From an optimization exercise on the open Yosys and OpenROAD flow, aimed at small area; shortcuts taken in it are not production practice.
In this exercise RTL edits were held to simulation tests only and were not proved equivalent to the original.
No activity file was given, so power comes from the tool's default toggle rates.

==> inputs of v5 <==
## preproc_top
module preproc_top (
  input  logic                   clk_i,
  input  logic                   rst_ni,
  input  logic                   cfg_req_i,
  output logic                   cfg_gnt_o,
  input  logic                   cfg_we_i,
  input  preproc_reg_pkg::addr_t cfg_addr_i,
  input  preproc_reg_pkg::word_t cfg_wdata_i,
  output preproc_reg_pkg::word_t cfg_rdata_o,
  output logic                   cfg_rvalid_o,
  input  preproc_pkg::sample_t   idata_i,
  input  logic                   idata_valid_i,
  output logic                   idata_ready_o,
  output preproc_pkg::sample_t   odata_o,
  output logic                   odata_valid_o,
  input  logic                   odata_switch_channel_i,
  input  logic                   odata_ack_sample_i
);
  function automatic logic [16:0] rca16(input logic [15:0] a, input logic [15:0] b, input logic ci);
    logic c;
    c = ci;
    for (int i = 0; i < 16; i++) begin
      rca16[i] = a[i] ^ b[i] ^ c;
      c = (a[i] & b[i]) | (c & (a[i] ^ b[i]));
  ...
clock: 12.0 ns
lec_check: 0
cap_margin: 20
core_margin: 2
core_utilization: 65
slew_margin: 20
standard.sh (not shown) runs the stock make flow with config.mk's settings and CLKGATE_MAP_FILE= SYNTH_SCRIPT=/design/flow/synth_recipe.tcl, a recipe that flattens the netlist after the stock synthesis.
==> flow/flow/run.sh <==
#!/bin/bash
set -o pipefail
export BUFFER_PORTS_ARGS="-buffer_cell sky130_fd_sc_hd__buf_1"
export CTS_ARGS="-sink_clustering_enable -repair_clock_nets -sink_clustering_size 25 -sink_clustering_max_diameter 100 -buf_list sky130_fd_sc_hd__clkbuf_16 -dont_use_dummy_load"
bash standard.sh finish 2>&1 | tee standard.log
==> inputs of v22, as changes to v5 <==
--- a/flow/design.v
+++ b/flow/design.v
@@ -806,48 +806,44 @@
     if (!rst_ni) begin
       vsub_q <= 1'b0;
     end else if (wr_en && a_sub) begin
       vsub_q <= 1'b1;
     end
   end
   logic [3:0]  chan_en, offrem_en;
-  logic [15:0] subsampl;
   for (genvar c = 0; c < 4; c++) begin : g_fields
     assign chan_en[c]   = vcfg_q[c] & ccfg_q[c][0];
     assign offrem_en[c] = vcfg_q[c] & ccfg_q[c][1];
   end
-  assign subsampl = vsub_q ? sub_q : 16'h0000;
-  logic        rvalid_q;
-  logic [17:0] rdata_q;
-  logic        rill_q;
-  logic [17:0] rd_low;
+  logic       rvalid_q;
+  logic [4:0] rsel_q;    
+  logic [3:0] rch_q;     
   always_ff @(posedge clk_i or negedge rst_ni) begin
     if (!rst_ni) begin
       rvalid_q <= 1'b0;
     end else begin
       rvalid_q <= rd_en;
     end
   end
+  always_ff @(posedge clk_i) begin
+    rsel_q <= {a_ill, a_sub, b_post, b_pre, b_cfg};
+    rch_q  <= ch_dec;
+  end
+  logic [17:0] rd_low;
   always_comb begin
     rd_low = '0;
     for (int c = 0; c < 4; c++) begin
-      rd_low |= {18{b_cfg  & ch_dec[c] & vcfg_q[c]}}  & ccfg_q[c];
-      rd_low |= {18{b_pre  & ch_dec[c] & vpre_q[c]}}  & {2'b00, pre_q[c]};
-      rd_low |= {18{b_post & ch_dec[c] & vpost_q[c]}} & {2'b00, post_q[c]};
-    end
-    rd_low |= {18{a_sub & vsub_q}} & {2'b00, sub_q};
-    rd_low |= {18{a_ill}} & preproc_reg_pkg::ILLEGAL_READ_DATA[17:0];
-  end
-  always_ff @(posedge clk_i) begin
-    if (rd_en) begin
-      rdata_q <= rd_low;
-      rill_q  <= a_ill;
+      rd_low |= {18{rsel_q[0] & rch_q[c] & vcfg_q[c]}}  & ccfg_q[c];
+      rd_low |= {18{rsel_q[1] & rch_q[c] & vpre_q[c]}}  & {2'b00, pre_q[c]};
+      rd_low |= {18{rsel_q[2] & rch_q[c] & vpost_q[c]}} & {2'b00, post_q[c]};
     end
+    rd_low |= {18{rsel_q[3] & vsub_q}} & {2'b00, sub_q};
+    rd_low |= {18{rsel_q[4]}} & preproc_reg_pkg::ILLEGAL_READ_DATA[17:0];
   end
-  assign cfg_rdata_o  = {{14{rill_q}} & preproc_reg_pkg::ILLEGAL_READ_DATA[31:18], rdata_q};
+  assign cfg_rdata_o  = {{14{rsel_q[4]}} & preproc_reg_pkg::ILLEGAL_READ_DATA[31:18], rd_low};
   assign cfg_rvalid_o = rvalid_q;
   logic [3:0] pending_q, act, remaining;
   logic [3:0] fifo_full, fifo_empty;
   logic       accept;
   assign act[0] = pending_q[0];
   assign act[1] = pending_q[1] & ~pending_q[0];
   assign act[2] = pending_q[2] & ~|pending_q[1:0];
@@ -921,15 +917,15 @@
   assign keep    = (sub_cnt_q == 16'h0000);
   always_ff @(posedge clk_i or negedge rst_ni) begin
     if (!rst_ni) begin
       sub_cnt_q <= '0;
     end else if (soft_reset) begin
       sub_cnt_q <= '0;
     end else if (accept && remaining == '0) begin
-      sub_cnt_q <= (sub_cnt_q == subsampl) ? 16'h0000 : sub_inc[15:0];
+      sub_cnt_q <= (vsub_q ? (sub_cnt_q == sub_q) : keep) ? 16'h0000 : sub_inc[15:0];
     end
   end
   logic [15:0] fifo_mem [4][4];
   logic [1:0]  rd_ptr_q [4];
   logic [2:0]  fill_q   [4];
   logic [3:0]  push, pop;
   for (genvar c = 0; c < 4; c++) begin : g_fifo
- PLACE_DENSITY: default -> 0.8
==> inputs of v34, as changes to v5 <==
--- a/flow/design.v
+++ b/flow/design.v
@@ -812,42 +812,40 @@
   logic [3:0]  chan_en, offrem_en;
   logic [15:0] subsampl;
   for (genvar c = 0; c < 4; c++) begin : g_fields
     assign chan_en[c]   = vcfg_q[c] & ccfg_q[c][0];
     assign offrem_en[c] = vcfg_q[c] & ccfg_q[c][1];
   end
   assign subsampl = vsub_q ? sub_q : 16'h0000;
-  logic        rvalid_q;
-  logic [17:0] rdata_q;
-  logic        rill_q;
-  logic [17:0] rd_low;
+  logic       rvalid_q;
+  logic [4:0] rsel_q;    
+  logic [3:0] rch_q;     
   always_ff @(posedge clk_i or negedge rst_ni) begin
     if (!rst_ni) begin
       rvalid_q <= 1'b0;
     end else begin
       rvalid_q <= rd_en;
     end
   end
+  always_ff @(posedge clk_i) begin
+    rsel_q <= {a_ill, a_sub, b_post, b_pre, b_cfg};
+    rch_q  <= ch_dec;
+  end
+  logic [17:0] rd_low;
   always_comb begin
     rd_low = '0;
     for (int c = 0; c < 4; c++) begin
-      rd_low |= {18{b_cfg  & ch_dec[c] & vcfg_q[c]}}  & ccfg_q[c];
-      rd_low |= {18{b_pre  & ch_dec[c] & vpre_q[c]}}  & {2'b00, pre_q[c]};
-      rd_low |= {18{b_post & ch_dec[c] & vpost_q[c]}} & {2'b00, post_q[c]};
-    end
-    rd_low |= {18{a_sub & vsub_q}} & {2'b00, sub_q};
-    rd_low |= {18{a_ill}} & preproc_reg_pkg::ILLEGAL_READ_DATA[17:0];
-  end
-  always_ff @(posedge clk_i) begin
-    if (rd_en) begin
-      rdata_q <= rd_low;
-      rill_q  <= a_ill;
+      rd_low |= {18{rsel_q[0] & rch_q[c] & vcfg_q[c]}}  & ccfg_q[c];
+      rd_low |= {18{rsel_q[1] & rch_q[c] & vpre_q[c]}}  & {2'b00, pre_q[c]};
+      rd_low |= {18{rsel_q[2] & rch_q[c] & vpost_q[c]}} & {2'b00, post_q[c]};
     end
+    rd_low |= {18{rsel_q[3] & vsub_q}} & {2'b00, sub_q};
+    rd_low |= {18{rsel_q[4]}} & preproc_reg_pkg::ILLEGAL_READ_DATA[17:0];
   end
-  assign cfg_rdata_o  = {{14{rill_q}} & preproc_reg_pkg::ILLEGAL_READ_DATA[31:18], rdata_q};
+  assign cfg_rdata_o  = {{14{rsel_q[4]}} & preproc_reg_pkg::ILLEGAL_READ_DATA[31:18], rd_low};
   assign cfg_rvalid_o = rvalid_q;
   logic [3:0] pending_q, act, remaining;
   logic [3:0] fifo_full, fifo_empty;
   logic       accept;
   assign act[0] = pending_q[0];
   assign act[1] = pending_q[1] & ~pending_q[0];
   assign act[2] = pending_q[2] & ~|pending_q[1:0];
==> inputs of v2, as changes to v5 <==
--- a/flow/design.v
+++ b/flow/design.v
@@ -806,48 +806,44 @@
     if (!rst_ni) begin
       vsub_q <= 1'b0;
     end else if (wr_en && a_sub) begin
       vsub_q <= 1'b1;
     end
   end
   logic [3:0]  chan_en, offrem_en;
-  logic [15:0] subsampl;
   for (genvar c = 0; c < 4; c++) begin : g_fields
     assign chan_en[c]   = vcfg_q[c] & ccfg_q[c][0];
     assign offrem_en[c] = vcfg_q[c] & ccfg_q[c][1];
   end
-  assign subsampl = vsub_q ? sub_q : 16'h0000;
-  logic        rvalid_q;
-  logic [17:0] rdata_q;
-  logic        rill_q;
-  logic [17:0] rd_low;
+  logic       rvalid_q;
+  logic [4:0] rsel_q;    
+  logic [3:0] rch_q;     
   always_ff @(posedge clk_i or negedge rst_ni) begin
     if (!rst_ni) begin
       rvalid_q <= 1'b0;
     end else begin
       rvalid_q <= rd_en;
     end
   end
+  always_ff @(posedge clk_i) begin
+    rsel_q <= {a_ill, a_sub, b_post, b_pre, b_cfg};
+    rch_q  <= ch_dec;
+  end
+  logic [17:0] rd_low;
   always_comb begin
     rd_low = '0;
     for (int c = 0; c < 4; c++) begin
-      rd_low |= {18{b_cfg  & ch_dec[c] & vcfg_q[c]}}  & ccfg_q[c];
-      rd_low |= {18{b_pre  & ch_dec[c] & vpre_q[c]}}  & {2'b00, pre_q[c]};
-      rd_low |= {18{b_post & ch_dec[c] & vpost_q[c]}} & {2'b00, post_q[c]};
-    end
-    rd_low |= {18{a_sub & vsub_q}} & {2'b00, sub_q};
-    rd_low |= {18{a_ill}} & preproc_reg_pkg::ILLEGAL_READ_DATA[17:0];
-  end
-  always_ff @(posedge clk_i) begin
-    if (rd_en) begin
-      rdata_q <= rd_low;
-      rill_q  <= a_ill;
+      rd_low |= {18{rsel_q[0] & rch_q[c] & vcfg_q[c]}}  & ccfg_q[c];
+      rd_low |= {18{rsel_q[1] & rch_q[c] & vpre_q[c]}}  & {2'b00, pre_q[c]};
+      rd_low |= {18{rsel_q[2] & rch_q[c] & vpost_q[c]}} & {2'b00, post_q[c]};
     end
+    rd_low |= {18{rsel_q[3] & vsub_q}} & {2'b00, sub_q};
+    rd_low |= {18{rsel_q[4]}} & preproc_reg_pkg::ILLEGAL_READ_DATA[17:0];
   end
-  assign cfg_rdata_o  = {{14{rill_q}} & preproc_reg_pkg::ILLEGAL_READ_DATA[31:18], rdata_q};
+  assign cfg_rdata_o  = {{14{rsel_q[4]}} & preproc_reg_pkg::ILLEGAL_READ_DATA[31:18], rd_low};
   assign cfg_rvalid_o = rvalid_q;
   logic [3:0] pending_q, act, remaining;
   logic [3:0] fifo_full, fifo_empty;
   logic       accept;
   assign act[0] = pending_q[0];
   assign act[1] = pending_q[1] & ~pending_q[0];
   assign act[2] = pending_q[2] & ~|pending_q[1:0];
@@ -921,15 +917,15 @@
   assign keep    = (sub_cnt_q == 16'h0000);
   always_ff @(posedge clk_i or negedge rst_ni) begin
     if (!rst_ni) begin
       sub_cnt_q <= '0;
     end else if (soft_reset) begin
       sub_cnt_q <= '0;
     end else if (accept && remaining == '0) begin
-      sub_cnt_q <= (sub_cnt_q == subsampl) ? 16'h0000 : sub_inc[15:0];
+      sub_cnt_q <= (vsub_q ? (sub_cnt_q == sub_q) : keep) ? 16'h0000 : sub_inc[15:0];
     end
   end
   logic [15:0] fifo_mem [4][4];
   logic [1:0]  rd_ptr_q [4];
   logic [2:0]  fill_q   [4];
   logic [3:0]  push, pop;
   for (genvar c = 0; c < 4; c++) begin : g_fifo
==> qor summary <==
Result of the run: v22 complete, no violations; v2 complete, no violations; v34 complete, no violations; v5 complete, no violations
Number of inserted filler cells in the final layout: v22 3217; v2 3393; v34 3382; v5 3467
Starting utilization of the core area: v22 65.8%; v2 65.8%; v34 65.9%; v5 65.7%
Initial antenna violation count: v22 0; v2 3; v34 3; v5 2
Crit share post-route: v22 93.1%; v2 94.3%; v34 92.0%; v5 92.8%
Overall power after layout: v22 0.00361 W; v2 0.00361 W; v34 0.00370 W; v5 0.00382 W
Wirelength per Cell: v22 26.2 um; v2 25.8 um; v34 26.1 um; v5 25.4 um
Total GRT Usage: v22 32.7%; v2 32.4%; v34 32.9%; v5 32.0%
Number of non-clock buffers in the layout: v22 161; v2 161; v34 166; v5 157
Final Instance Count excl. Fillers: v22 3094; v2 3094; v34 3127; v5 3187
Share of synthesized cell area in full adder, half adder and majority cells: v22 13.2%; v2 13.2%; v34 13.2%; v5 13.0%
Proportion of power drawn by the clock network: v22 28.3%; v2 28.3%; v34 27.7%; v5 28.0%
Iteration count of the initial detailed-routing pass: v22 9; v2 8; v34 10; v5 12
Vias per cell: v22 6.83; v2 6.63; v34 6.71; v5 6.57
Width of the die: v22 224 um; v2 224 um; v34 224 um; v5 226 um
Via count of the first global-routing pass: v22 21400; v2 20800; v34 20900; v5 20700
Fraction of the yosys area taken by sequential cells: v22 56.7%; v2 56.7%; v34 56.5%; v5 56.9%
CLK BUF: v22 28; v2 28; v34 28; v5 30
Max Freq: v22 89.5 MHz; v2 88.3 MHz; v34 90.6 MHz; v5 89.8 MHz
HPWL after detailed placement: v22 55900 um; v2 55600 um; v34 56500 um; v5 56500 um
Worst R2R End: v22 mean_q[0][15]; v2 mean_q[1][15]; v34 mean_q[2][15]; v5 mean_q[1][15]

[re-timing with driven ports]
Ports are ideal in the flow. The routed layouts listed here were re-timed in OpenROAD. Step 1 sets driving cells, clkbuf_16 on the clock port and buf_2 on the other inputs (assumed; they add their load-dependent delay and slew). Step 2 moves the port delays by t, midway between the first and last clock arrival at a register: inputs arrive t later, outputs are due t later. That takes back most of the time a late clock gives input paths. Slacks: no drivers / after step 1 / after step 2; pairs: no drivers / after step 1.
| run | t (ns) | setup slack, ns | cell pins on the clock port's net |
|---|---|---|---|
| v5 | 0.653 | 0.866 / 0.866 / 0.344 | 1 |
| v22 | 0.641 | 0.822 / 0.822 / 0.383 | 1 |
| v34 | 0.656 | 0.965 / 0.965 / 0.839 | 1 |
| v2 | 0.652 | 0.681 / 0.681 / 0.158 | 1 |
After both steps every run listed still meets setup and hold. For v2, which loses most, drivers alone change the setup slack by 0.000 ns; drivers and shift together by -0.523 ns.
